What follows belongs to an exercise in optimizing a design on an open flow for small area and a short achievable clock period; a production flow would make more cautious choices.
Function was not checked in any run shown here: the RTL went through the layout flow alone.

[flow/run.sh]
#!/bin/bash
set -euo pipefail
bash standard.sh SETUP_SLACK_MARGIN=7.5 finish > standard_flow.log 2>&1
[constraint.sdc]
create_clock -name core_clock -period 12.5 [get_ports {clk_i}]
set_input_delay 2.5000 -clock core_clock [delete_from_list [all_inputs] [get_ports {clk_i}]]
set_output_delay 2.5000 -clock core_clock [all_outputs]
set_load 0.01 [all_outputs]
[config.mk]
export PLATFORM = sky130hd
export DESIGN_NAME = fir_xifu_ex_simd
export DESIGN_NICKNAME = fir_xifu_ex_simd
export VERILOG_FILES = /design/flow/design.v
export SDC_FILE = /design/flow/constraint.sdc
export NUM_CORES = 4
export LEC_CHECK = 0
export CAP_MARGIN = 20
export CORE_MARGIN = 2
export CORE_UTILIZATION = 40
export SLEW_MARGIN = 20
[standard.sh]
#!/bin/bash
# synth_recipe.tcl (not shown) runs the flow's synth.tcl, then flattens the netlist and writes it again
# the make line also repeats each setting of config.mk as NAME=value (left out here)
make -C /OpenROAD-flow-scripts/flow DESIGN_CONFIG=/design/flow/config.mk WORK_HOME=/design/flow/orfs CLKGATE_MAP_FILE= SYNTH_SCRIPT=/design/flow/synth_recipe.tcl "${@:-finish}"
[design.v]
package fir_xifu_pkg;
  typedef enum logic [1:0] {
    OpNop   = 2'd0,
    OpLoad  = 2'd1,
    OpStore = 2'd2,
    OpDotp  = 2'd3
  } fir_op_e;
  localparam logic Mode16 = 1'b0;
  localparam logic Mode8  = 1'b1;
endpackage
module fir_xifu_simd_dotp (
  input  logic [31:0] a_i,
  input  logic [31:0] b_i,
  input  logic [1:0]  qm1_i,
  input  logic [32:0] d_i,
  input  logic        mode8_i,
  output logic [32:0] x_o
);
  wire [16:0] m0;
  assign m0[7:0]  = a_i[7:0];
  assign m0[15:8] = mode8_i ? {8{a_i[7]}} : a_i[15:8];
  assign m0[16]   = m0[15];
  wire [8:0] q0 = {b_i[7:0], qm1_i[0]};   
  wire neg0_0 = q0[2];
  wire one0_0 = q0[1] ^ q0[0];
  wire two0_0 = (q0[2] & ~q0[1] & ~q0[0]) | (~q0[2] & q0[1] & q0[0]);
  wire [16:0] pp0_0;
  assign pp0_0[0] = ((one0_0 & m0[0]) | (two0_0 & 1'b0)) ^ neg0_0;
  assign pp0_0[1] = ((one0_0 & m0[1]) | (two0_0 & m0[0])) ^ neg0_0;
  assign pp0_0[2] = ((one0_0 & m0[2]) | (two0_0 & m0[1])) ^ neg0_0;
  assign pp0_0[3] = ((one0_0 & m0[3]) | (two0_0 & m0[2])) ^ neg0_0;
  assign pp0_0[4] = ((one0_0 & m0[4]) | (two0_0 & m0[3])) ^ neg0_0;
  assign pp0_0[5] = ((one0_0 & m0[5]) | (two0_0 & m0[4])) ^ neg0_0;
  assign pp0_0[6] = ((one0_0 & m0[6]) | (two0_0 & m0[5])) ^ neg0_0;
  assign pp0_0[7] = ((one0_0 & m0[7]) | (two0_0 & m0[6])) ^ neg0_0;
  assign pp0_0[8] = ((one0_0 & m0[8]) | (two0_0 & m0[7])) ^ neg0_0;
  assign pp0_0[9] = ((one0_0 & m0[9]) | (two0_0 & m0[8])) ^ neg0_0;
  assign pp0_0[10] = ((one0_0 & m0[10]) | (two0_0 & m0[9])) ^ neg0_0;
  assign pp0_0[11] = ((one0_0 & m0[11]) | (two0_0 & m0[10])) ^ neg0_0;
  assign pp0_0[12] = ((one0_0 & m0[12]) | (two0_0 & m0[11])) ^ neg0_0;
  assign pp0_0[13] = ((one0_0 & m0[13]) | (two0_0 & m0[12])) ^ neg0_0;
  assign pp0_0[14] = ((one0_0 & m0[14]) | (two0_0 & m0[13])) ^ neg0_0;
  assign pp0_0[15] = ((one0_0 & m0[15]) | (two0_0 & m0[14])) ^ neg0_0;
  assign pp0_0[16] = ((one0_0 & m0[16]) | (two0_0 & m0[15])) ^ neg0_0;
  wire neg0_1 = q0[4];
  wire one0_1 = q0[3] ^ q0[2];
  wire two0_1 = (q0[4] & ~q0[3] & ~q0[2]) | (~q0[4] & q0[3] & q0[2]);
  wire [16:0] pp0_1;
  assign pp0_1[0] = ((one0_1 & m0[0]) | (two0_1 & 1'b0)) ^ neg0_1;
  assign pp0_1[1] = ((one0_1 & m0[1]) | (two0_1 & m0[0])) ^ neg0_1;
  assign pp0_1[2] = ((one0_1 & m0[2]) | (two0_1 & m0[1])) ^ neg0_1;
  assign pp0_1[3] = ((one0_1 & m0[3]) | (two0_1 & m0[2])) ^ neg0_1;
  assign pp0_1[4] = ((one0_1 & m0[4]) | (two0_1 & m0[3])) ^ neg0_1;
  assign pp0_1[5] = ((one0_1 & m0[5]) | (two0_1 & m0[4])) ^ neg0_1;
  assign pp0_1[6] = ((one0_1 & m0[6]) | (two0_1 & m0[5])) ^ neg0_1;
  assign pp0_1[7] = ((one0_1 & m0[7]) | (two0_1 & m0[6])) ^ neg0_1;
  assign pp0_1[8] = ((one0_1 & m0[8]) | (two0_1 & m0[7])) ^ neg0_1;
  assign pp0_1[9] = ((one0_1 & m0[9]) | (two0_1 & m0[8])) ^ neg0_1;
  assign pp0_1[10] = ((one0_1 & m0[10]) | (two0_1 & m0[9])) ^ neg0_1;
  assign pp0_1[11] = ((one0_1 & m0[11]) | (two0_1 & m0[10])) ^ neg0_1;
  assign pp0_1[12] = ((one0_1 & m0[12]) | (two0_1 & m0[11])) ^ neg0_1;
  assign pp0_1[13] = ((one0_1 & m0[13]) | (two0_1 & m0[12])) ^ neg0_1;
  assign pp0_1[14] = ((one0_1 & m0[14]) | (two0_1 & m0[13])) ^ neg0_1;
  assign pp0_1[15] = ((one0_1 & m0[15]) | (two0_1 & m0[14])) ^ neg0_1;
  assign pp0_1[16] = ((one0_1 & m0[16]) | (two0_1 & m0[15])) ^ neg0_1;
  wire neg0_2 = q0[6];
  wire one0_2 = q0[5] ^ q0[4];
  wire two0_2 = (q0[6] & ~q0[5] & ~q0[4]) | (~q0[6] & q0[5] & q0[4]);
  wire [16:0] pp0_2;
  assign pp0_2[0] = ((one0_2 & m0[0]) | (two0_2 & 1'b0)) ^ neg0_2;
  assign pp0_2[1] = ((one0_2 & m0[1]) | (two0_2 & m0[0])) ^ neg0_2;
  assign pp0_2[2] = ((one0_2 & m0[2]) | (two0_2 & m0[1])) ^ neg0_2;
  assign pp0_2[3] = ((one0_2 & m0[3]) | (two0_2 & m0[2])) ^ neg0_2;
  assign pp0_2[4] = ((one0_2 & m0[4]) | (two0_2 & m0[3])) ^ neg0_2;
  assign pp0_2[5] = ((one0_2 & m0[5]) | (two0_2 & m0[4])) ^ neg0_2;
  assign pp0_2[6] = ((one0_2 & m0[6]) | (two0_2 & m0[5])) ^ neg0_2;
  assign pp0_2[7] = ((one0_2 & m0[7]) | (two0_2 & m0[6])) ^ neg0_2;
  assign pp0_2[8] = ((one0_2 & m0[8]) | (two0_2 & m0[7])) ^ neg0_2;
  assign pp0_2[9] = ((one0_2 & m0[9]) | (two0_2 & m0[8])) ^ neg0_2;
  assign pp0_2[10] = ((one0_2 & m0[10]) | (two0_2 & m0[9])) ^ neg0_2;
  assign pp0_2[11] = ((one0_2 & m0[11]) | (two0_2 & m0[10])) ^ neg0_2;
  assign pp0_2[12] = ((one0_2 & m0[12]) | (two0_2 & m0[11])) ^ neg0_2;
  assign pp0_2[13] = ((one0_2 & m0[13]) | (two0_2 & m0[12])) ^ neg0_2;
  assign pp0_2[14] = ((one0_2 & m0[14]) | (two0_2 & m0[13])) ^ neg0_2;
  assign pp0_2[15] = ((one0_2 & m0[15]) | (two0_2 & m0[14])) ^ neg0_2;
  assign pp0_2[16] = ((one0_2 & m0[16]) | (two0_2 & m0[15])) ^ neg0_2;
  wire neg0_3 = q0[8];
  wire one0_3 = q0[7] ^ q0[6];
  wire two0_3 = (q0[8] & ~q0[7] & ~q0[6]) | (~q0[8] & q0[7] & q0[6]);
  wire [16:0] pp0_3;
  assign pp0_3[0] = ((one0_3 & m0[0]) | (two0_3 & 1'b0)) ^ neg0_3;
  assign pp0_3[1] = ((one0_3 & m0[1]) | (two0_3 & m0[0])) ^ neg0_3;
  assign pp0_3[2] = ((one0_3 & m0[2]) | (two0_3 & m0[1])) ^ neg0_3;
  assign pp0_3[3] = ((one0_3 & m0[3]) | (two0_3 & m0[2])) ^ neg0_3;
  assign pp0_3[4] = ((one0_3 & m0[4]) | (two0_3 & m0[3])) ^ neg0_3;
  assign pp0_3[5] = ((one0_3 & m0[5]) | (two0_3 & m0[4])) ^ neg0_3;
  assign pp0_3[6] = ((one0_3 & m0[6]) | (two0_3 & m0[5])) ^ neg0_3;
  assign pp0_3[7] = ((one0_3 & m0[7]) | (two0_3 & m0[6])) ^ neg0_3;
  assign pp0_3[8] = ((one0_3 & m0[8]) | (two0_3 & m0[7])) ^ neg0_3;
  assign pp0_3[9] = ((one0_3 & m0[9]) | (two0_3 & m0[8])) ^ neg0_3;
  assign pp0_3[10] = ((one0_3 & m0[10]) | (two0_3 & m0[9])) ^ neg0_3;
  assign pp0_3[11] = ((one0_3 & m0[11]) | (two0_3 & m0[10])) ^ neg0_3;
  assign pp0_3[12] = ((one0_3 & m0[12]) | (two0_3 & m0[11])) ^ neg0_3;
  assign pp0_3[13] = ((one0_3 & m0[13]) | (two0_3 & m0[12])) ^ neg0_3;
  assign pp0_3[14] = ((one0_3 & m0[14]) | (two0_3 & m0[13])) ^ neg0_3;
  assign pp0_3[15] = ((one0_3 & m0[15]) | (two0_3 & m0[14])) ^ neg0_3;
  assign pp0_3[16] = ((one0_3 & m0[16]) | (two0_3 & m0[15])) ^ neg0_3;
  wire [16:0] m1;
  assign m1[7:0]  = a_i[23:16];
  assign m1[15:8] = mode8_i ? {8{a_i[23]}} : a_i[31:24];
  assign m1[16]   = m1[15];
  wire [8:0] q1 = {b_i[23:16], qm1_i[1]};   
  wire neg1_0 = q1[2];
  wire one1_0 = q1[1] ^ q1[0];
  wire two1_0 = (q1[2] & ~q1[1] & ~q1[0]) | (~q1[2] & q1[1] & q1[0]);
  wire [16:0] pp1_0;
  assign pp1_0[0] = ((one1_0 & m1[0]) | (two1_0 & 1'b0)) ^ neg1_0;
  assign pp1_0[1] = ((one1_0 & m1[1]) | (two1_0 & m1[0])) ^ neg1_0;
  assign pp1_0[2] = ((one1_0 & m1[2]) | (two1_0 & m1[1])) ^ neg1_0;
  assign pp1_0[3] = ((one1_0 & m1[3]) | (two1_0 & m1[2])) ^ neg1_0;
  assign pp1_0[4] = ((one1_0 & m1[4]) | (two1_0 & m1[3])) ^ neg1_0;
  assign pp1_0[5] = ((one1_0 & m1[5]) | (two1_0 & m1[4])) ^ neg1_0;
  assign pp1_0[6] = ((one1_0 & m1[6]) | (two1_0 & m1[5])) ^ neg1_0;
  assign pp1_0[7] = ((one1_0 & m1[7]) | (two1_0 & m1[6])) ^ neg1_0;
  assign pp1_0[8] = ((one1_0 & m1[8]) | (two1_0 & m1[7])) ^ neg1_0;
  assign pp1_0[9] = ((one1_0 & m1[9]) | (two1_0 & m1[8])) ^ neg1_0;
  assign pp1_0[10] = ((one1_0 & m1[10]) | (two1_0 & m1[9])) ^ neg1_0;
  assign pp1_0[11] = ((one1_0 & m1[11]) | (two1_0 & m1[10])) ^ neg1_0;
  assign pp1_0[12] = ((one1_0 & m1[12]) | (two1_0 & m1[11])) ^ neg1_0;
  assign pp1_0[13] = ((one1_0 & m1[13]) | (two1_0 & m1[12])) ^ neg1_0;
  assign pp1_0[14] = ((one1_0 & m1[14]) | (two1_0 & m1[13])) ^ neg1_0;
  assign pp1_0[15] = ((one1_0 & m1[15]) | (two1_0 & m1[14])) ^ neg1_0;
  assign pp1_0[16] = ((one1_0 & m1[16]) | (two1_0 & m1[15])) ^ neg1_0;
  wire neg1_1 = q1[4];
  wire one1_1 = q1[3] ^ q1[2];
  wire two1_1 = (q1[4] & ~q1[3] & ~q1[2]) | (~q1[4] & q1[3] & q1[2]);
  wire [16:0] pp1_1;
  assign pp1_1[0] = ((one1_1 & m1[0]) | (two1_1 & 1'b0)) ^ neg1_1;
  assign pp1_1[1] = ((one1_1 & m1[1]) | (two1_1 & m1[0])) ^ neg1_1;
  assign pp1_1[2] = ((one1_1 & m1[2]) | (two1_1 & m1[1])) ^ neg1_1;
  assign pp1_1[3] = ((one1_1 & m1[3]) | (two1_1 & m1[2])) ^ neg1_1;
  assign pp1_1[4] = ((one1_1 & m1[4]) | (two1_1 & m1[3])) ^ neg1_1;
  assign pp1_1[5] = ((one1_1 & m1[5]) | (two1_1 & m1[4])) ^ neg1_1;
  assign pp1_1[6] = ((one1_1 & m1[6]) | (two1_1 & m1[5])) ^ neg1_1;
  assign pp1_1[7] = ((one1_1 & m1[7]) | (two1_1 & m1[6])) ^ neg1_1;
  assign pp1_1[8] = ((one1_1 & m1[8]) | (two1_1 & m1[7])) ^ neg1_1;
  assign pp1_1[9] = ((one1_1 & m1[9]) | (two1_1 & m1[8])) ^ neg1_1;
  assign pp1_1[10] = ((one1_1 & m1[10]) | (two1_1 & m1[9])) ^ neg1_1;
  assign pp1_1[11] = ((one1_1 & m1[11]) | (two1_1 & m1[10])) ^ neg1_1;
  assign pp1_1[12] = ((one1_1 & m1[12]) | (two1_1 & m1[11])) ^ neg1_1;
  assign pp1_1[13] = ((one1_1 & m1[13]) | (two1_1 & m1[12])) ^ neg1_1;
  assign pp1_1[14] = ((one1_1 & m1[14]) | (two1_1 & m1[13])) ^ neg1_1;
  assign pp1_1[15] = ((one1_1 & m1[15]) | (two1_1 & m1[14])) ^ neg1_1;
  assign pp1_1[16] = ((one1_1 & m1[16]) | (two1_1 & m1[15])) ^ neg1_1;
  wire neg1_2 = q1[6];
  wire one1_2 = q1[5] ^ q1[4];
  wire two1_2 = (q1[6] & ~q1[5] & ~q1[4]) | (~q1[6] & q1[5] & q1[4]);
  wire [16:0] pp1_2;
  assign pp1_2[0] = ((one1_2 & m1[0]) | (two1_2 & 1'b0)) ^ neg1_2;
  assign pp1_2[1] = ((one1_2 & m1[1]) | (two1_2 & m1[0])) ^ neg1_2;
  assign pp1_2[2] = ((one1_2 & m1[2]) | (two1_2 & m1[1])) ^ neg1_2;
  assign pp1_2[3] = ((one1_2 & m1[3]) | (two1_2 & m1[2])) ^ neg1_2;
  assign pp1_2[4] = ((one1_2 & m1[4]) | (two1_2 & m1[3])) ^ neg1_2;
  assign pp1_2[5] = ((one1_2 & m1[5]) | (two1_2 & m1[4])) ^ neg1_2;
  assign pp1_2[6] = ((one1_2 & m1[6]) | (two1_2 & m1[5])) ^ neg1_2;
  assign pp1_2[7] = ((one1_2 & m1[7]) | (two1_2 & m1[6])) ^ neg1_2;
  assign pp1_2[8] = ((one1_2 & m1[8]) | (two1_2 & m1[7])) ^ neg1_2;
  assign pp1_2[9] = ((one1_2 & m1[9]) | (two1_2 & m1[8])) ^ neg1_2;
  assign pp1_2[10] = ((one1_2 & m1[10]) | (two1_2 & m1[9])) ^ neg1_2;
  assign pp1_2[11] = ((one1_2 & m1[11]) | (two1_2 & m1[10])) ^ neg1_2;
  assign pp1_2[12] = ((one1_2 & m1[12]) | (two1_2 & m1[11])) ^ neg1_2;
  assign pp1_2[13] = ((one1_2 & m1[13]) | (two1_2 & m1[12])) ^ neg1_2;
  assign pp1_2[14] = ((one1_2 & m1[14]) | (two1_2 & m1[13])) ^ neg1_2;
  assign pp1_2[15] = ((one1_2 & m1[15]) | (two1_2 & m1[14])) ^ neg1_2;
  assign pp1_2[16] = ((one1_2 & m1[16]) | (two1_2 & m1[15])) ^ neg1_2;
  wire neg1_3 = q1[8];
  wire one1_3 = q1[7] ^ q1[6];
  wire two1_3 = (q1[8] & ~q1[7] & ~q1[6]) | (~q1[8] & q1[7] & q1[6]);
  wire [16:0] pp1_3;
  assign pp1_3[0] = ((one1_3 & m1[0]) | (two1_3 & 1'b0)) ^ neg1_3;
  assign pp1_3[1] = ((one1_3 & m1[1]) | (two1_3 & m1[0])) ^ neg1_3;
  assign pp1_3[2] = ((one1_3 & m1[2]) | (two1_3 & m1[1])) ^ neg1_3;
  assign pp1_3[3] = ((one1_3 & m1[3]) | (two1_3 & m1[2])) ^ neg1_3;
  assign pp1_3[4] = ((one1_3 & m1[4]) | (two1_3 & m1[3])) ^ neg1_3;
  assign pp1_3[5] = ((one1_3 & m1[5]) | (two1_3 & m1[4])) ^ neg1_3;
  assign pp1_3[6] = ((one1_3 & m1[6]) | (two1_3 & m1[5])) ^ neg1_3;
  assign pp1_3[7] = ((one1_3 & m1[7]) | (two1_3 & m1[6])) ^ neg1_3;
  assign pp1_3[8] = ((one1_3 & m1[8]) | (two1_3 & m1[7])) ^ neg1_3;
  assign pp1_3[9] = ((one1_3 & m1[9]) | (two1_3 & m1[8])) ^ neg1_3;
  assign pp1_3[10] = ((one1_3 & m1[10]) | (two1_3 & m1[9])) ^ neg1_3;
  assign pp1_3[11] = ((one1_3 & m1[11]) | (two1_3 & m1[10])) ^ neg1_3;
  assign pp1_3[12] = ((one1_3 & m1[12]) | (two1_3 & m1[11])) ^ neg1_3;
  assign pp1_3[13] = ((one1_3 & m1[13]) | (two1_3 & m1[12])) ^ neg1_3;
  assign pp1_3[14] = ((one1_3 & m1[14]) | (two1_3 & m1[13])) ^ neg1_3;
  assign pp1_3[15] = ((one1_3 & m1[15]) | (two1_3 & m1[14])) ^ neg1_3;
  assign pp1_3[16] = ((one1_3 & m1[16]) | (two1_3 & m1[15])) ^ neg1_3;
  wire s0 = d_i[6] ^ neg0_3 ^ neg1_3;
  wire c0 = (d_i[6] & neg0_3) | (d_i[6] & neg1_3) | (neg0_3 & neg1_3);
  wire s1 = d_i[7] ^ pp0_0[7];
  wire c1 = d_i[7] & pp0_0[7];
  wire s2 = d_i[8] ^ pp0_0[8];
  wire c2 = d_i[8] & pp0_0[8];
  wire s3 = d_i[9] ^ pp0_0[9];
  wire c3 = d_i[9] & pp0_0[9];
  wire s4 = d_i[10] ^ pp0_0[10];
  wire c4 = d_i[10] & pp0_0[10];
  wire s5 = d_i[11] ^ pp0_0[11];
  wire c5 = d_i[11] & pp0_0[11];
  wire s6 = d_i[12] ^ pp0_0[12];
  wire c6 = d_i[12] & pp0_0[12];
  wire s7 = d_i[13] ^ pp0_0[13];
  wire c7 = d_i[13] & pp0_0[13];
  wire s8 = d_i[14] ^ pp0_0[14];
  wire c8 = d_i[14] & pp0_0[14];
  wire s9 = d_i[15] ^ pp0_0[15];
  wire c9 = d_i[15] & pp0_0[15];
  wire s10 = d_i[16] ^ ~pp0_0[16];
  wire c10 = d_i[16] & ~pp0_0[16];
  wire s11 = d_i[2] ^ neg0_1;
  wire c11 = d_i[2] & neg0_1;
  wire s12 = d_i[4] ^ neg0_2 ^ neg1_2;
  wire c12 = (d_i[4] & neg0_2) | (d_i[4] & neg1_2) | (neg0_2 & neg1_2);
  wire s13 = pp0_0[4] ^ pp0_1[2];
  wire c13 = pp0_0[4] & pp0_1[2];
  wire s14 = d_i[5] ^ pp0_0[5] ^ pp0_1[3];
  wire c14 = (d_i[5] & pp0_0[5]) | (d_i[5] & pp0_1[3]) | (pp0_0[5] & pp0_1[3]);
  wire s15 = pp0_2[1] ^ pp1_0[5];
  wire c15 = pp0_2[1] & pp1_0[5];
  wire s16 = s0 ^ pp0_0[6] ^ pp0_1[4];
  wire c16 = (s0 & pp0_0[6]) | (s0 & pp0_1[4]) | (pp0_0[6] & pp0_1[4]);
  wire s17 = pp0_2[2] ^ pp0_3[0] ^ pp1_0[6];
  wire c17 = (pp0_2[2] & pp0_3[0]) | (pp0_2[2] & pp1_0[6]) | (pp0_3[0] & pp1_0[6]);
  wire s18 = pp1_1[4] ^ pp1_2[2];
  wire c18 = pp1_1[4] & pp1_2[2];
  wire s19 = c0 ^ pp0_1[5] ^ pp0_2[3];
  wire c19 = (c0 & pp0_1[5]) | (c0 & pp0_2[3]) | (pp0_1[5] & pp0_2[3]);
  wire s20 = pp0_3[1] ^ pp1_0[7] ^ pp1_1[5];
  wire c20 = (pp0_3[1] & pp1_0[7]) | (pp0_3[1] & pp1_1[5]) | (pp1_0[7] & pp1_1[5]);
  wire s21 = pp1_2[3] ^ pp1_3[1] ^ s1;
  wire c21 = (pp1_2[3] & pp1_3[1]) | (pp1_2[3] & s1) | (pp1_3[1] & s1);
  wire s22 = pp0_1[6] ^ pp0_2[4] ^ pp0_3[2];
  wire c22 = (pp0_1[6] & pp0_2[4]) | (pp0_1[6] & pp0_3[2]) | (pp0_2[4] & pp0_3[2]);
  wire s23 = pp1_0[8] ^ pp1_1[6] ^ pp1_2[4];
  wire c23 = (pp1_0[8] & pp1_1[6]) | (pp1_0[8] & pp1_2[4]) | (pp1_1[6] & pp1_2[4]);
  wire s24 = pp1_3[2] ^ c1 ^ s2;
  wire c24 = (pp1_3[2] & c1) | (pp1_3[2] & s2) | (c1 & s2);
  wire s25 = pp0_1[7] ^ pp0_2[5] ^ pp0_3[3];
  wire c25 = (pp0_1[7] & pp0_2[5]) | (pp0_1[7] & pp0_3[3]) | (pp0_2[5] & pp0_3[3]);
  wire s26 = pp1_0[9] ^ pp1_1[7] ^ pp1_2[5];
  wire c26 = (pp1_0[9] & pp1_1[7]) | (pp1_0[9] & pp1_2[5]) | (pp1_1[7] & pp1_2[5]);
  wire s27 = pp1_3[3] ^ c2 ^ s3;
  wire c27 = (pp1_3[3] & c2) | (pp1_3[3] & s3) | (c2 & s3);
  wire s28 = pp0_1[8] ^ pp0_2[6] ^ pp0_3[4];
  wire c28 = (pp0_1[8] & pp0_2[6]) | (pp0_1[8] & pp0_3[4]) | (pp0_2[6] & pp0_3[4]);
  wire s29 = pp1_0[10] ^ pp1_1[8] ^ pp1_2[6];
  wire c29 = (pp1_0[10] & pp1_1[8]) | (pp1_0[10] & pp1_2[6]) | (pp1_1[8] & pp1_2[6]);
  wire s30 = pp1_3[4] ^ c3 ^ s4;
  wire c30 = (pp1_3[4] & c3) | (pp1_3[4] & s4) | (c3 & s4);
  wire s31 = pp0_1[9] ^ pp0_2[7] ^ pp0_3[5];
  wire c31 = (pp0_1[9] & pp0_2[7]) | (pp0_1[9] & pp0_3[5]) | (pp0_2[7] & pp0_3[5]);
  wire s32 = pp1_0[11] ^ pp1_1[9] ^ pp1_2[7];
  wire c32 = (pp1_0[11] & pp1_1[9]) | (pp1_0[11] & pp1_2[7]) | (pp1_1[9] & pp1_2[7]);
  wire s33 = pp1_3[5] ^ c4 ^ s5;
  wire c33 = (pp1_3[5] & c4) | (pp1_3[5] & s5) | (c4 & s5);
  wire s34 = pp0_1[10] ^ pp0_2[8] ^ pp0_3[6];
  wire c34 = (pp0_1[10] & pp0_2[8]) | (pp0_1[10] & pp0_3[6]) | (pp0_2[8] & pp0_3[6]);
  wire s35 = pp1_0[12] ^ pp1_1[10] ^ pp1_2[8];
  wire c35 = (pp1_0[12] & pp1_1[10]) | (pp1_0[12] & pp1_2[8]) | (pp1_1[10] & pp1_2[8]);
  wire s36 = pp1_3[6] ^ c5 ^ s6;
  wire c36 = (pp1_3[6] & c5) | (pp1_3[6] & s6) | (c5 & s6);
  wire s37 = pp0_1[11] ^ pp0_2[9] ^ pp0_3[7];
  wire c37 = (pp0_1[11] & pp0_2[9]) | (pp0_1[11] & pp0_3[7]) | (pp0_2[9] & pp0_3[7]);
  wire s38 = pp1_0[13] ^ pp1_1[11] ^ pp1_2[9];
  wire c38 = (pp1_0[13] & pp1_1[11]) | (pp1_0[13] & pp1_2[9]) | (pp1_1[11] & pp1_2[9]);
  wire s39 = pp1_3[7] ^ c6 ^ s7;
  wire c39 = (pp1_3[7] & c6) | (pp1_3[7] & s7) | (c6 & s7);
  wire s40 = pp0_1[12] ^ pp0_2[10] ^ pp0_3[8];
  wire c40 = (pp0_1[12] & pp0_2[10]) | (pp0_1[12] & pp0_3[8]) | (pp0_2[10] & pp0_3[8]);
  wire s41 = pp1_0[14] ^ pp1_1[12] ^ pp1_2[10];
  wire c41 = (pp1_0[14] & pp1_1[12]) | (pp1_0[14] & pp1_2[10]) | (pp1_1[12] & pp1_2[10]);
  wire s42 = pp1_3[8] ^ c7 ^ s8;
  wire c42 = (pp1_3[8] & c7) | (pp1_3[8] & s8) | (c7 & s8);
  wire s43 = pp0_1[13] ^ pp0_2[11] ^ pp0_3[9];
  wire c43 = (pp0_1[13] & pp0_2[11]) | (pp0_1[13] & pp0_3[9]) | (pp0_2[11] & pp0_3[9]);
  wire s44 = pp1_0[15] ^ pp1_1[13] ^ pp1_2[11];
  wire c44 = (pp1_0[15] & pp1_1[13]) | (pp1_0[15] & pp1_2[11]) | (pp1_1[13] & pp1_2[11]);
  wire s45 = pp1_3[9] ^ c8 ^ s9;
  wire c45 = (pp1_3[9] & c8) | (pp1_3[9] & s9) | (c8 & s9);
  wire s46 = pp0_1[14] ^ pp0_2[12] ^ pp0_3[10];
  wire c46 = (pp0_1[14] & pp0_2[12]) | (pp0_1[14] & pp0_3[10]) | (pp0_2[12] & pp0_3[10]);
  wire s47 = ~pp1_0[16] ^ pp1_1[14] ^ pp1_2[12];
  wire c47 = (~pp1_0[16] & pp1_1[14]) | (~pp1_0[16] & pp1_2[12]) | (pp1_1[14] & pp1_2[12]);
  wire s48 = pp1_3[10] ^ c9 ^ s10;
  wire c48 = (pp1_3[10] & c9) | (pp1_3[10] & s10) | (c9 & s10);
  wire s49 = 1'b1 ^ d_i[17] ^ pp0_1[15];
  wire c49 = (1'b1 & d_i[17]) | (1'b1 & pp0_1[15]) | (d_i[17] & pp0_1[15]);
  wire s50 = pp0_2[13] ^ pp0_3[11] ^ pp1_1[15];
  wire c50 = (pp0_2[13] & pp0_3[11]) | (pp0_2[13] & pp1_1[15]) | (pp0_3[11] & pp1_1[15]);
  wire s51 = pp1_2[13] ^ pp1_3[11] ^ c10;
  wire c51 = (pp1_2[13] & pp1_3[11]) | (pp1_2[13] & c10) | (pp1_3[11] & c10);
  wire s52 = 1'b1 ^ d_i[18] ^ ~pp0_1[16];
  wire c52 = (1'b1 & d_i[18]) | (1'b1 & ~pp0_1[16]) | (d_i[18] & ~pp0_1[16]);
  wire s53 = pp0_2[14] ^ pp0_3[12] ^ ~pp1_1[16];
  wire c53 = (pp0_2[14] & pp0_3[12]) | (pp0_2[14] & ~pp1_1[16]) | (pp0_3[12] & ~pp1_1[16]);
  wire s54 = pp1_2[14] ^ pp1_3[12];
  wire c54 = pp1_2[14] & pp1_3[12];
  wire s55 = d_i[19] ^ pp0_2[15] ^ pp0_3[13];
  wire c55 = (d_i[19] & pp0_2[15]) | (d_i[19] & pp0_3[13]) | (pp0_2[15] & pp0_3[13]);
  wire s56 = 1'b1 ^ d_i[20];
  wire c56 = 1'b1 & d_i[20];
  wire s57 = d_i[0] ^ neg0_0;
  wire c57 = d_i[0] & neg0_0;
  wire s58 = neg1_1 ^ s11 ^ pp0_0[2];
  wire c58 = (neg1_1 & s11) | (neg1_1 & pp0_0[2]) | (s11 & pp0_0[2]);
  wire s59 = d_i[3] ^ c11 ^ pp0_0[3];
  wire c59 = (d_i[3] & c11) | (d_i[3] & pp0_0[3]) | (c11 & pp0_0[3]);
  wire s60 = pp0_1[1] ^ pp1_0[3];
  wire c60 = pp0_1[1] & pp1_0[3];
  wire s61 = s12 ^ pp0_2[0] ^ pp1_0[4];
  wire c61 = (s12 & pp0_2[0]) | (s12 & pp1_0[4]) | (pp0_2[0] & pp1_0[4]);
  wire s62 = pp1_1[2] ^ pp1_2[0] ^ s13;
  wire c62 = (pp1_1[2] & pp1_2[0]) | (pp1_1[2] & s13) | (pp1_2[0] & s13);
  wire s63 = c12 ^ pp1_1[3] ^ pp1_2[1];
  wire c63 = (c12 & pp1_1[3]) | (c12 & pp1_2[1]) | (pp1_1[3] & pp1_2[1]);
  wire s64 = c13 ^ s15 ^ s14;
  wire c64 = (c13 & s15) | (c13 & s14) | (s15 & s14);
  wire s65 = pp1_3[0] ^ c15 ^ s18;
  wire c65 = (pp1_3[0] & c15) | (pp1_3[0] & s18) | (c15 & s18);
  wire s66 = c14 ^ s16 ^ s17;
  wire c66 = (c14 & s16) | (c14 & s17) | (s16 & s17);
  wire s67 = c18 ^ c16 ^ c17;
  wire c67 = (c18 & c16) | (c18 & c17) | (c16 & c17);
  wire s68 = s19 ^ s20 ^ s21;
  wire c68 = (s19 & s20) | (s19 & s21) | (s20 & s21);
  wire s69 = c19 ^ c20 ^ s22;
  wire c69 = (c19 & c20) | (c19 & s22) | (c20 & s22);
  wire s70 = s23 ^ c21 ^ s24;
  wire c70 = (s23 & c21) | (s23 & s24) | (c21 & s24);
  wire s71 = c22 ^ c23 ^ s25;
  wire c71 = (c22 & c23) | (c22 & s25) | (c23 & s25);
  wire s72 = s26 ^ c24 ^ s27;
  wire c72 = (s26 & c24) | (s26 & s27) | (c24 & s27);
  wire s73 = c25 ^ c26 ^ s28;
  wire c73 = (c25 & c26) | (c25 & s28) | (c26 & s28);
  wire s74 = s29 ^ c27 ^ s30;
  wire c74 = (s29 & c27) | (s29 & s30) | (c27 & s30);
  wire s75 = c28 ^ c29 ^ s31;
  wire c75 = (c28 & c29) | (c28 & s31) | (c29 & s31);
  wire s76 = s32 ^ c30 ^ s33;
  wire c76 = (s32 & c30) | (s32 & s33) | (c30 & s33);
  wire s77 = c31 ^ c32 ^ s34;
  wire c77 = (c31 & c32) | (c31 & s34) | (c32 & s34);
  wire s78 = s35 ^ c33 ^ s36;
  wire c78 = (s35 & c33) | (s35 & s36) | (c33 & s36);
  wire s79 = c34 ^ c35 ^ s37;
  wire c79 = (c34 & c35) | (c34 & s37) | (c35 & s37);
  wire s80 = s38 ^ c36 ^ s39;
  wire c80 = (s38 & c36) | (s38 & s39) | (c36 & s39);
  wire s81 = c37 ^ c38 ^ s40;
  wire c81 = (c37 & c38) | (c37 & s40) | (c38 & s40);
  wire s82 = s41 ^ c39 ^ s42;
  wire c82 = (s41 & c39) | (s41 & s42) | (c39 & s42);
  wire s83 = c40 ^ c41 ^ s43;
  wire c83 = (c40 & c41) | (c40 & s43) | (c41 & s43);
  wire s84 = s44 ^ c42 ^ s45;
  wire c84 = (s44 & c42) | (s44 & s45) | (c42 & s45);
  wire s85 = c43 ^ c44 ^ s46;
  wire c85 = (c43 & c44) | (c43 & s46) | (c44 & s46);
  wire s86 = s47 ^ c45 ^ s48;
  wire c86 = (s47 & c45) | (s47 & s48) | (c45 & s48);
  wire s87 = c46 ^ c47 ^ s49;
  wire c87 = (c46 & c47) | (c46 & s49) | (c47 & s49);
  wire s88 = s50 ^ c48 ^ s51;
  wire c88 = (s50 & c48) | (s50 & s51) | (c48 & s51);
  wire s89 = s54 ^ c49 ^ c50;
  wire c89 = (s54 & c49) | (s54 & c50) | (c49 & c50);
  wire s90 = s52 ^ s53 ^ c51;
  wire c90 = (s52 & s53) | (s52 & c51) | (s53 & c51);
  wire s91 = pp1_2[15] ^ pp1_3[13] ^ c54;
  wire c91 = (pp1_2[15] & pp1_3[13]) | (pp1_2[15] & c54) | (pp1_3[13] & c54);
  wire s92 = c52 ^ c53 ^ s55;
  wire c92 = (c52 & c53) | (c52 & s55) | (c53 & s55);
  wire s93 = s56 ^ ~pp0_2[16] ^ pp0_3[14];
  wire c93 = (s56 & ~pp0_2[16]) | (s56 & pp0_3[14]) | (~pp0_2[16] & pp0_3[14]);
  wire s94 = ~pp1_2[16] ^ pp1_3[14] ^ c55;
  wire c94 = (~pp1_2[16] & pp1_3[14]) | (~pp1_2[16] & c55) | (pp1_3[14] & c55);
  wire s95 = d_i[21] ^ c56 ^ pp0_3[15];
  wire c95 = (d_i[21] & c56) | (d_i[21] & pp0_3[15]) | (c56 & pp0_3[15]);
  wire s96 = 1'b1 ^ d_i[22];
  wire c96 = 1'b1 & d_i[22];
  wire s97 = neg1_0 ^ s57;
  wire c97 = neg1_0 & s57;
  wire s98 = d_i[1] ^ c57 ^ pp0_0[1];
  wire c98 = (d_i[1] & c57) | (d_i[1] & pp0_0[1]) | (c57 & pp0_0[1]);
  wire s99 = pp0_1[0] ^ pp1_0[2] ^ pp1_1[0];
  wire c99 = (pp0_1[0] & pp1_0[2]) | (pp0_1[0] & pp1_1[0]) | (pp1_0[2] & pp1_1[0]);
  wire s100 = pp1_1[1] ^ s60 ^ c58;
  wire c100 = (pp1_1[1] & s60) | (pp1_1[1] & c58) | (s60 & c58);
  wire s101 = c60 ^ c59 ^ s61;
  wire c101 = (c60 & c59) | (c60 & s61) | (c59 & s61);
  wire s102 = c61 ^ s63 ^ c62;
  wire c102 = (c61 & s63) | (c61 & c62) | (s63 & c62);
  wire s103 = c63 ^ s65 ^ c64;
  wire c103 = (c63 & s65) | (c63 & c64) | (s65 & c64);
  wire s104 = c65 ^ c66 ^ s67;
  wire c104 = (c65 & c66) | (c65 & s67) | (c66 & s67);
  wire s105 = c67 ^ s69 ^ c68;
  wire c105 = (c67 & s69) | (c67 & c68) | (s69 & c68);
  wire s106 = c69 ^ s71 ^ c70;
  wire c106 = (c69 & s71) | (c69 & c70) | (s71 & c70);
  wire s107 = c71 ^ s73 ^ c72;
  wire c107 = (c71 & s73) | (c71 & c72) | (s73 & c72);
  wire s108 = c73 ^ s75 ^ c74;
  wire c108 = (c73 & s75) | (c73 & c74) | (s75 & c74);
  wire s109 = c75 ^ s77 ^ c76;
  wire c109 = (c75 & s77) | (c75 & c76) | (s77 & c76);
  wire s110 = c77 ^ s79 ^ c78;
  wire c110 = (c77 & s79) | (c77 & c78) | (s79 & c78);
  wire s111 = c79 ^ s81 ^ c80;
  wire c111 = (c79 & s81) | (c79 & c80) | (s81 & c80);
  wire s112 = c81 ^ s83 ^ c82;
  wire c112 = (c81 & s83) | (c81 & c82) | (s83 & c82);
  wire s113 = c83 ^ s85 ^ c84;
  wire c113 = (c83 & s85) | (c83 & c84) | (s85 & c84);
  wire s114 = c85 ^ s87 ^ c86;
  wire c114 = (c85 & s87) | (c85 & c86) | (s87 & c86);
  wire s115 = c87 ^ s89 ^ c88;
  wire c115 = (c87 & s89) | (c87 & c88) | (s89 & c88);
  wire s116 = s91 ^ c89 ^ s92;
  wire c116 = (s91 & c89) | (s91 & s92) | (c89 & s92);
  wire s117 = s93 ^ c91 ^ c92;
  wire c117 = (s93 & c91) | (s93 & c92) | (c91 & c92);
  wire s118 = pp1_3[15] ^ c93 ^ s95;
  wire c118 = (pp1_3[15] & c93) | (pp1_3[15] & s95) | (c93 & s95);
  wire s119 = s96 ^ ~pp0_3[16] ^ ~pp1_3[16];
  wire c119 = (s96 & ~pp0_3[16]) | (s96 & ~pp1_3[16]) | (~pp0_3[16] & ~pp1_3[16]);
  wire s120 = s97 ^ pp0_0[0];
  wire c120 = s97 & pp0_0[0];
  wire s121 = c97 ^ pp1_0[1] ^ s98;
  wire c121 = (c97 & pp1_0[1]) | (c97 & s98) | (pp1_0[1] & s98);
  wire s122 = c98 ^ s99 ^ s58;
  wire c122 = (c98 & s99) | (c98 & s58) | (s99 & s58);
  wire s123 = c99 ^ s59 ^ s100;
  wire c123 = (c99 & s59) | (c99 & s100) | (s59 & s100);
  wire s124 = s62 ^ c100 ^ s101;
  wire c124 = (s62 & c100) | (s62 & s101) | (c100 & s101);
  wire s125 = c101 ^ s64 ^ s102;
  wire c125 = (c101 & s64) | (c101 & s102) | (s64 & s102);
  wire s126 = s66 ^ c102 ^ s103;
  wire c126 = (s66 & c102) | (s66 & s103) | (c102 & s103);
  wire s127 = s68 ^ c103 ^ s104;
  wire c127 = (s68 & c103) | (s68 & s104) | (c103 & s104);
  wire s128 = s70 ^ c104 ^ s105;
  wire c128 = (s70 & c104) | (s70 & s105) | (c104 & s105);
  wire s129 = s72 ^ c105 ^ s106;
  wire c129 = (s72 & c105) | (s72 & s106) | (c105 & s106);
  wire s130 = s74 ^ c106 ^ s107;
  wire c130 = (s74 & c106) | (s74 & s107) | (c106 & s107);
  wire s131 = s76 ^ c107 ^ s108;
  wire c131 = (s76 & c107) | (s76 & s108) | (c107 & s108);
  wire s132 = s78 ^ c108 ^ s109;
  wire c132 = (s78 & c108) | (s78 & s109) | (c108 & s109);
  wire s133 = s80 ^ c109 ^ s110;
  wire c133 = (s80 & c109) | (s80 & s110) | (c109 & s110);
  wire s134 = s82 ^ c110 ^ s111;
  wire c134 = (s82 & c110) | (s82 & s111) | (c110 & s111);
  wire s135 = s84 ^ c111 ^ s112;
  wire c135 = (s84 & c111) | (s84 & s112) | (c111 & s112);
  wire s136 = s86 ^ c112 ^ s113;
  wire c136 = (s86 & c112) | (s86 & s113) | (c112 & s113);
  wire s137 = s88 ^ c113 ^ s114;
  wire c137 = (s88 & c113) | (s88 & s114) | (c113 & s114);
  wire s138 = s90 ^ c114 ^ s115;
  wire c138 = (s90 & c114) | (s90 & s115) | (c114 & s115);
  wire s139 = c90 ^ s116 ^ c115;
  wire c139 = (c90 & s116) | (c90 & c115) | (s116 & c115);
  wire s140 = s94 ^ c116 ^ s117;
  wire c140 = (s94 & c116) | (s94 & s117) | (c116 & s117);
  wire s141 = c94 ^ s118 ^ c117;
  wire c141 = (c94 & s118) | (c94 & c117) | (s118 & c117);
  wire s142 = c95 ^ s119 ^ c118;
  wire c142 = (c95 & s119) | (c95 & c118) | (s119 & c118);
  wire s143 = d_i[23] ^ c96 ^ c119;
  wire c143 = (d_i[23] & c96) | (d_i[23] & c119) | (c96 & c119);
  wire [32:0] row0 = {d_i[32], d_i[31], d_i[30], d_i[29], d_i[28], d_i[27], d_i[26], d_i[25], c143, c142, c141, c140, c139, c138, c137, c136, c135, c134, c133, c132, c131, c130, c129, c128, c127, c126, c125, c124, c123, c122, c121, c120, s120};
  wire [32:0] row1 = {1'b0, 1'b0, 1'b0, 1'b0, 1'b0, 1'b0, 1'b0, 1'b0, d_i[24], s143, s142, s141, s140, s139, s138, s137, s136, s135, s134, s133, s132, s131, s130, s129, s128, s127, s126, s125, s124, s123, s122, s121, pp1_0[0]};
  assign x_o = row0 + row1;
endmodule
module fir_xifu_ex_simd #(
  parameter int unsigned XLEN    = 32,
  parameter int unsigned MAC_LAT = 3,
  parameter int unsigned ID_W    = 4
) (
  input  logic            clk_i,
  input  logic            rst_i,
  input  logic            clear_i,
  input  logic            in_valid_i,
  output logic            in_ready_o,
  input  logic [1:0]      in_op_i,
  input  logic            in_mode_i,
  input  logic            in_sat_i,
  input  logic [ID_W-1:0] in_id_i,
  input  logic [4:0]      in_rd_i,
  input  logic [4:0]      in_rs1_i,
  input  logic [XLEN-1:0] in_base_i,
  input  logic [11:0]     in_imm_i,
  input  logic [4:0]      in_shamt_i,
  input  logic [XLEN-1:0] op_a_i,
  input  logic [XLEN-1:0] op_b_i,
  input  logic [XLEN-1:0] op_c_i,
  input  logic            commit_valid_i,
  input  logic [ID_W-1:0] commit_id_i,
  input  logic            commit_kill_i,
  input  logic            fwd_we_i,
  input  logic [4:0]      fwd_rd_i,
  input  logic [XLEN-1:0] fwd_result_i,
  output logic            mem_valid_o,
  input  logic            mem_ready_i,
  output logic [31:0]     mem_addr_o,
  output logic            mem_we_o,
  output logic [XLEN-1:0] mem_wdata_o,
  output logic [ID_W-1:0] mem_id_o,
  output logic            out_valid_o,
  input  logic            out_ready_i,
  output logic [1:0]      out_op_o,
  output logic [4:0]      out_rd_o,
  output logic [ID_W-1:0] out_id_o,
  output logic [XLEN-1:0] out_result_o,
  output logic [31:0]     out_next_addr_o
);
  logic st_idle_q, st_mac0_q, st_mac1_q, st_wait_q, st_mem_q, st_done_q;
  logic [1:0]      op_q;
  logic [4:0]      rd_q;
  logic [ID_W-1:0] id_q;
  logic            mode8_q, sat_q;
  logic [31:0]     a_q, b_q;
  logic [32:0]     d_q;
  logic            accept, is_dotp, is_mem, is_store;
  logic [31:0]     base, store_data;
  logic            accept_commit, wait_hit;
  logic [32:0]     x, c_biased;
  logic            ovf;
  assign accept        = st_idle_q & in_valid_i;
  assign is_dotp       = (in_op_i == fir_xifu_pkg::OpDotp);
  assign is_store      = (in_op_i == fir_xifu_pkg::OpStore);
  assign is_mem        = (in_op_i == fir_xifu_pkg::OpLoad) | is_store;
  assign base          = (fwd_we_i && (fwd_rd_i == in_rs1_i)) ? fwd_result_i : in_base_i;
  assign store_data    = $signed(op_c_i) >>> in_shamt_i;
  assign accept_commit = commit_valid_i && (commit_id_i == in_id_i) && !commit_kill_i;
  assign wait_hit      = commit_valid_i && (commit_id_i == id_q);
  assign c_biased = {op_c_i[31], op_c_i} - (in_mode_i ? 33'h2000000 : 33'h1000000);
  fir_xifu_simd_dotp u_dotp (
    .a_i    (a_q),
    .b_i    (b_q),
    .qm1_i  ({2{st_mac1_q}} & b_q[25:24]),
    .d_i    (d_q),
    .mode8_i(mode8_q),
    .x_o    (x)
  );
  always_ff @(posedge clk_i) begin
    if (rst_i || clear_i) begin
      st_idle_q <= 1'b1;
      st_mac0_q <= 1'b0;
      st_mac1_q <= 1'b0;
      st_wait_q <= 1'b0;
      st_mem_q  <= 1'b0;
      st_done_q <= 1'b0;
    end else begin
      st_idle_q <= (st_idle_q & ~in_valid_i) | (st_done_q & out_ready_i) |
                   (st_wait_q & wait_hit & commit_kill_i);
      st_mac0_q <= accept & is_dotp;
      st_mac1_q <= st_mac0_q;
      st_wait_q <= (accept & is_store & ~accept_commit) | (st_wait_q & ~wait_hit);
      st_mem_q  <= (accept & (in_op_i == fir_xifu_pkg::OpLoad)) |
                   (accept & is_store & accept_commit) |
                   (st_wait_q & wait_hit & ~commit_kill_i) | (st_mem_q & ~mem_ready_i);
      st_done_q <= (accept & (in_op_i == fir_xifu_pkg::OpNop)) | st_mac1_q |
                   (st_mem_q & mem_ready_i) | (st_done_q & ~out_ready_i);
    end
  end
  always_ff @(posedge clk_i) begin
    if (accept) begin
      op_q    <= in_op_i;
      rd_q    <= in_rd_i;
      id_q    <= in_id_i;
      mode8_q <= in_mode_i;
      sat_q   <= in_sat_i;
      a_q     <= is_dotp ? op_a_i : (is_mem ? base : 32'd0);
      b_q     <= {op_b_i[31:12], is_dotp ? op_b_i[11:0] : in_imm_i};
      d_q     <= is_dotp ? c_biased : (is_mem ? {1'b0, store_data} : 33'd0);
    end else if (st_mac0_q) begin
      d_q <= mode8_q ? x : {{8{x[32]}}, x[32:8]};
      b_q <= {b_q[31:26], b_q[23] & ~mode8_q, b_q[7] & ~mode8_q, b_q[31:24], x[7:0], b_q[15:8]};
      if (mode8_q) begin
        a_q[7:0]   <= a_q[15:8];
        a_q[23:16] <= a_q[31:24];
      end
    end else if (st_mac1_q) begin
      d_q <= mode8_q ? x : {~x[24], x[23:0], b_q[15:8]};
      a_q <= 32'd0;
    end else if (st_mem_q && mem_ready_i) begin
      d_q <= 33'd0;
      a_q <= a_q + {{20{b_q[11]}}, b_q[11:0]};
    end
  end
  assign in_ready_o      = st_idle_q;
  assign mem_valid_o     = st_mem_q;
  assign out_valid_o     = st_done_q;
  assign mem_addr_o      = a_q;
  assign mem_we_o        = (op_q == fir_xifu_pkg::OpStore);
  assign mem_wdata_o     = d_q[31:0];
  assign mem_id_o        = id_q;
  assign out_op_o        = op_q;
  assign out_rd_o        = rd_q;
  assign out_id_o        = id_q;
  assign ovf             = d_q[32] ^ d_q[31];
  assign out_result_o    = (sat_q && ovf) ? {d_q[32], {31{~d_q[32]}}} : d_q[31:0];
  assign out_next_addr_o = a_q;
endmodule
==> notes.md, run 1 <==
reg2reg end d_q[14]; core region area 0.05109 mm2; final hold violation count 0; drt via density 6.429; clk latency of the worst-skew pair 440 ps; placed cell areas 0.02418 mm2; syn avg cell area 7.859 um2; hold path cells 2; top_reg_cell synth edfxtp_1; DRT iter0 DRCs 3248; Max Clk Rate 167.2 MHz; starting density of the core 40.28%; gpl congestion 0.9658; hold crit path type register to register; critical path required time 12650 ps; Die Y 230.8 um; Max Transition Viols Final 0; Mapped Cells 2619; first-pass GRT wire length 138900 um; Yosys reg bits 116; TritonRoute pass-1 iters 10; I/O Buffers 359; Max clock buf depth 2; async set-reset flop share out of synthesis 0%; minimum clock period 5981 ps; Worst R2R Start mode8_q; Critical Path Start mode8_q; share of cells above drive strength 1 22.35%; non-filler instance count after layout 3653; WP data arrival 6130 ps; RSZ-0062 raised after global routing yes; sequential share of the synthesized area 16.63%; hold slack 515.1 ps; Placed Instances 3390; Post-Syn Nets 3039; gr usage total 34.14%; htree depth 4; fin crit share 47.85%; Nets 3378; CTS tree built; DP HPWL 66900 um; Clock Skew 17.19 ps; max_cap viols 0; Post-synth EDFFs 110; top cells by area, synth edfxtp_1 16%, fa_1 12%, a21oi_1 6.9%; drt wl/cell 26.75 um; top post-synthesis cells by count 284 x a21oi_1, 253 x nand2_1, 198 x nor2_1; Antenna Nets Post-Route 0; via count 23.49k; worst-margin pin slew 998.1 ps; vias in the first global route 21.62k; die area 0.05329 mm2; clock root buffer clkbuf_16; largest net degree at the start of global routing 70; # DRC 0; cell area after layout 0.02869 mm2; CTS sink cnt 116; Die Width 230.8 um; Top Ports 360; Rel. slew slack 32.76%; Synthesis Warnings 1; Cell Rows 83; Register-to-Register Path Depth 22; post-synthesis instance area 0.02058 mm2; top-area cell type share of the netlist area 16.05%; Reg clk slew, reported paths 60 ps; Cell variety after synth 92; Setup CP Type register to register; FF-to-FF setup slack 6520 ps; setup TNS 0 ps; # setup viols final 0; initial antenna violation count 1; CTS Buf Count 17; critical path launch point type register; worst setup path end d_q[14]; synthesis-to-layout area growth 39.38%; Routed WL 97710 um; status timing/DRC/antenna clean; post-synth top area cell edfxtp_1; crit end category register; grt total ovfl 0; CP Max Fanout 5; count leader, synth a21oi_1
-- critical path, stage by stage, from the launching register on --
cell	delay (ps)
edfxtp_1	420
inv_4	70
buf_12	150
buf_8	140
a21o_4	220
buf_4	160
buf_4	130
o311a_1	290
o22ai_2	160
fa_1	500
fa_1	510
inv_1	60
fa_2	570
fa_1	470
ha_4	300
a21oi_2	160
o21a_1	180
nor2_1	50
or4_4	440
o22ai_4	200
o21ai_2	110
xnor2_2	280
o221ai_1	140
-- per-stage QoR --
step / util [%] / setup slack [ps]
final: 56.15 / 6519
after global routing: 56.14 / 6338
after CTS: 52.50 / 6588
after detailed placement: 47.33 / 5072
after global placement: 47.33 / 5294
after floorplan: - / 6887
-- per-layer routing --
metal	GRT usage, %	routed length, um	vias up	share of wire, %
met5	0	0	-	0
met4	13.83	4919	0	5.0
met3	6.275	10670	269	11
met2	53.69	43860	1553	45
met1	46.15	38260	11450	39
li1	-	-	10220	-
-- state kept, by name (all words and copies together), names as in the netlist --
register   count
d_q           33
id_q           4
st_mem_q       1
rd_q           5
op_q           2
b_q           32
st_wait_q      1
sat_q          1
st_mac0_q      1
st_idle_q      1
a_q           32
mode8_q        1
st_mac1_q      1
st_done_q      1
-- what timing repair did --
| item | 4_1_cts | 5_1_grt |
|---|---|---|
| hold buffers | 0 | 0 |
| setup buffers | 101 | 110 |
| gates cloned | 8 | 10 |
| hold endpoints to repair | 0 | 0 |
| endpoints found under the setup margin | 103 | 56 |
| pin swaps | 64 | 72 |
| gates resized for setup | 215 | 199 |
-- worst min-delay path by stage --
stage | from | endpoint | slack, ps
2_1_floorplan | st_wait_q | st_idle_q | 480
3_3_place_gp | b_q[27] | b_q[19] | 500
3_5_place_dp | b_q[27] | b_q[19] | 500
4_1_cts | b_q[27] | b_q[19] | 510
5_1_grt | b_q[27] | b_q[19] | 540
6_report | b_q[27] | b_q[19] | 520
-- layout by cell type, fill, tap and decap left out, drive strengths merged, types with 18 or more instances in the layout --
| master | count |
|---|---|
| a222oi | 26 |
| nor3 | 23 |
| edfxtp | 110 |
| nor2 | 203 |
| mux2 | 30 |
| inv | 196 |
| o22ai | 116 |
| ha | 83 |
| nor2b | 34 |
| nand2 | 253 |
| a21oi | 285 |
| nand3 | 21 |
| a221oi | 55 |
| mux2i | 65 |
| clkdlybuf4s50 | 359 |
| a22oi | 29 |
| a211oi | 31 |
| mux4 | 20 |
| o21ai | 143 |
| a21o | 69 |
| xor2 | 45 |
| o311a | 20 |
| nand2b | 18 |
| clkbuf | 26 |
| o221ai | 33 |
| xnor2 | 37 |
| buf | 254 |
| fa | 124 |
| o31ai | 28 |
| maj3 | 20 |
| o211ai | 20 |
-- cell families (layout without fill, tap and decap cells) --
logic type / count (synthesis) / count (layout) / share of synthesized area (%)
other: 0 / 2 / 0
XOR/XNOR: 82 / 82 / 3.489
AND/OR/NAND/NOR: 623 / 628 / 13.33
flip-flops: 116 / 116 / 16.63
multiplexers: 115 / 115 / 6.991
adder cells (fa/ha/maj): 227 / 227 / 18.08
AO/OA/AOI/OAI: 950 / 951 / 30.87
buffers and inverters: 506 / 852 / 10.61
-- area by class of cell --
| type | count | area [um2] |
|---|---|---|
| Antenna cell | 2 | 5.005 |
| Clock buffer | 17 | 425.4 |
| Clock inverter | 15 | 202.7 |
| Fill cell | 4627 | 22410 |
| Inverter | 196 | 764.5 |
| Multi-Input combinational cell | 2003 | 16780 |
| Sequential cell | 116 | 3427 |
| Tap cell | 680 | 850.8 |
| Timing Repair Buffer | 624 | 6235 |
==> run 2, diff against run 1 <==
==> flow/run.sh (replaced) <==
#!/bin/bash
set -euo pipefail
bash standard.sh SETUP_SLACK_MARGIN=7.5 "BUFFER_PORTS_ARGS=-buffer_cell sky130_fd_sc_hd__buf_1" finish > standard_flow.log 2>&1
==> run 2 against run 1 <==
Compared with the run above: still clean; global-route usage shrank 0.70 points; worst setup slack lost 62 ps; fmax shrank 1.0%; first-iteration DRC count grew 0.65%; routed wire length shrank 6.0%; via count shrank 2.1%; critical path depth grew 1; utilization shrank 6.3 points; critical path type unchanged; highest routed layer unchanged.
==> notes.md, run 2 <==
setup TNS 0 ps; clock root buffer clkbuf_16; post-synthesis instance area 0.02058 mm2; async set-reset flop share out of synthesis 0%; Antenna Nets Post-Route 0; Clock Skew 17.25 ps; via count 22.99k; Top Ports 360; clk latency of the worst-skew pair 460 ps; Post-Synth XOR/XNOR Area 3.489%; Post-Syn Nets 3039; initial antenna violation count 5; synthesis-to-layout area growth 23.85%; Max Transition Viols Final 0; mux contribution to synthesized area 6.991%; critical path launch point type register; share of cells above drive strength 1 18.95%; largest net degree at the start of global routing 70; Multi-input gate area 0.01659 mm2; Reg clk slew, reported paths 60 ps; biggest registers after layout d_q (33), a_q (32), b_q (32); non-filler instance count after layout 3592; worst-margin pin slew 1009 ps; Top reg by flops d_q; drt wl/cell 25.56 um; Placed Instances 3393; RSZ-0062 raised after global routing yes; fin crit share 48.35%; commonest non-fill, non-tap cell in the layout buf_1; # setup viols final 0; max_cap viols 0; syn avg cell area 7.859 um2; core region area 0.05109 mm2; Cell variety after synth 92; CTS tree built; Die Width 230.8 um; Max clock buf depth 2; gr usage total 33.44%; FF/Latch Area 0.003427 mm2; CTS sink cnt 116; final hold violation count 0; die area 0.05329 mm2; Register-to-Register Path Depth 23; top post-synthesis cells by count 284 x a21oi_1, 253 x nand2_1, 198 x nor2_1; adder-cell share of the synthesized area 18.08%; drt via density 6.400; crit end category register; max reg flops 33; critical path required time 12670 ps; # DRC 0; minimum clock period 6043 ps; I/O Buffers 359; Cell Rows 83; count leader, synth a21oi_1; WP data arrival 6210 ps; top_reg_cell synth edfxtp_1; Mapped Cells 2619; most frequent cells in the layout 357 x buf_1, 260 x a21oi_1, 241 x nand2_1; Die Y 230.8 um; Max Clk Rate 165.5 MHz; Synthesis Warnings 1; status timing/DRC/antenna clean; Rel. slew slack 32.01%; post-synth top area cell edfxtp_1; Routed WL 91820 um; CTS Buf Count 17; DRT iter0 DRCs 3269; Yosys reg bits 116; starting density of the core 40.28%; Setup CP Type register to register; top cells by area, synth edfxtp_1 16%, fa_1 12%, a21oi_1 6.9%; Post-synth EDFFs 110; vias in the first global route 21.48k; Fill cells 4891; htree depth 4; grt total ovfl 0; sequential share of the synthesized area 16.63%; Post-Synth Simple-Gate Area 13.33%; largest family of logic cells by synthesized area compound AO/OA/AOI/OAI gates; CP Max Fanout 6; first-pass GRT wire length 135800 um; cts hold-fix bufs 0; hold path cells 2; top-area cell type share of the netlist area 16.05%; hold crit path type register to register; Compound-Gate Fraction of Synth Area 30.87%; TritonRoute pass-1 iters 8; gpl congestion 0.9708; DP HPWL 64880 um; Nets 3316
run 2: cell counts after synthesis:
Identical to the previous run, type by type.
run 2: area by class of cell:
type                    count  area share, %
diodes                      4        0.03927
flip-flops and latches    116          13.44
multi-input cells        2001          65.08
clock buffers              17          1.669
inverters                 196          2.975
well taps                 680          3.338
clock inverters            14         0.5007
repair buffers            564          12.95
run 2: path summary, 6_finish.rpt:
kind         endpoint  slack, ps    start
min           b_q[19]        520  b_q[27]
max reg2reg   d_q[14]       6460  mode8_q
max           d_q[14]       6460  mode8_q
min reg2reg   b_q[19]        520  b_q[27]
run 2: cells by family (layout without fill, tap and decap cells):
logic type / Yosys count / after routing
mux: 115 / 115
xor+xnor: 82 / 82
other cells: 0 / 4
flops: 116 / 116
simple gates: 623 / 623
fa+ha+maj: 227 / 227
compound gates: 950 / 954
buf+inv: 506 / 791
run 2: metal layers:
layer  track usage, %  wire length, um  up-vias
met1            45.04            36510    11160
li1                 -                -    10080
met3            6.756             9957      254
met2            51.66            40500     1496
met5                0                0        -
met4            15.02             4852        0
run 2: through the flow:
stage	instance area (um2)	hold slack [ps]	utilization [%]	setup WS (ps)
finish	25490	516.7	49.89	6457
CTS	24850	519.6	48.63	6600
global route	25490	556.1	49.88	6322
detailed placement	21960	504.2	42.98	5136
floorplan	21040	477.6	-	6887
global placement	21960	501.7	42.98	5342
run 2: critical path, stage by stage, from the launching register on:
cell and delay, ps:
edfxtp_1 410, inv_4 70, buf_12 150, buf_4 140, buf_4 140, a21o_4 220, buf_4 150, a21oi_1 140
a21oi_1 70, o22ai_2 260, fa_1 470, fa_1 550, inv_1 70, fa_1 510, fa_1 450, ha_4 310
a21oi_4 170, o21a_1 190, nor2_1 60, or4_4 430, o22ai_4 150, o21ai_2 110, xnor2_2 330, o221ai_1 170
run 2: repair_timing:
action | in CTS | in global routing
setup endpoints to repair | 55 | 52
setup buffers | 120 | 34
resized for setup | 260 | 75
gates cloned | 9 | 1
pin swaps | 69 | 36

separate check: timing with driven ports:
In the flow no input, the clock included, has a driving cell. The finished layouts below were timed again as built, in two steps. Step 1, drivers: a clkbuf_16 drives clk_i and a buf_2 each remaining input, both assumed. Step 2, shift: input delay + t, output delay - t, t = (earliest + latest rising clock arrival at the registers) / 2. This alone moves slack from input paths to output paths. Slacks: no drivers / after step 1 / after step 2; pairs: no drivers / after step 1.
run	t, ns	setup WS [ns]	hold WS [ns]	worst setup path after step 2
run 1	0.480	6.519 / 6.519 / 6.519	0.515 / 0.515 / 0.515	register to register
run 2	0.499	6.457 / 6.457 / 6.457	0.517 / 0.517 / 0.517	register to register
After both steps setup and hold are still met in every run listed.
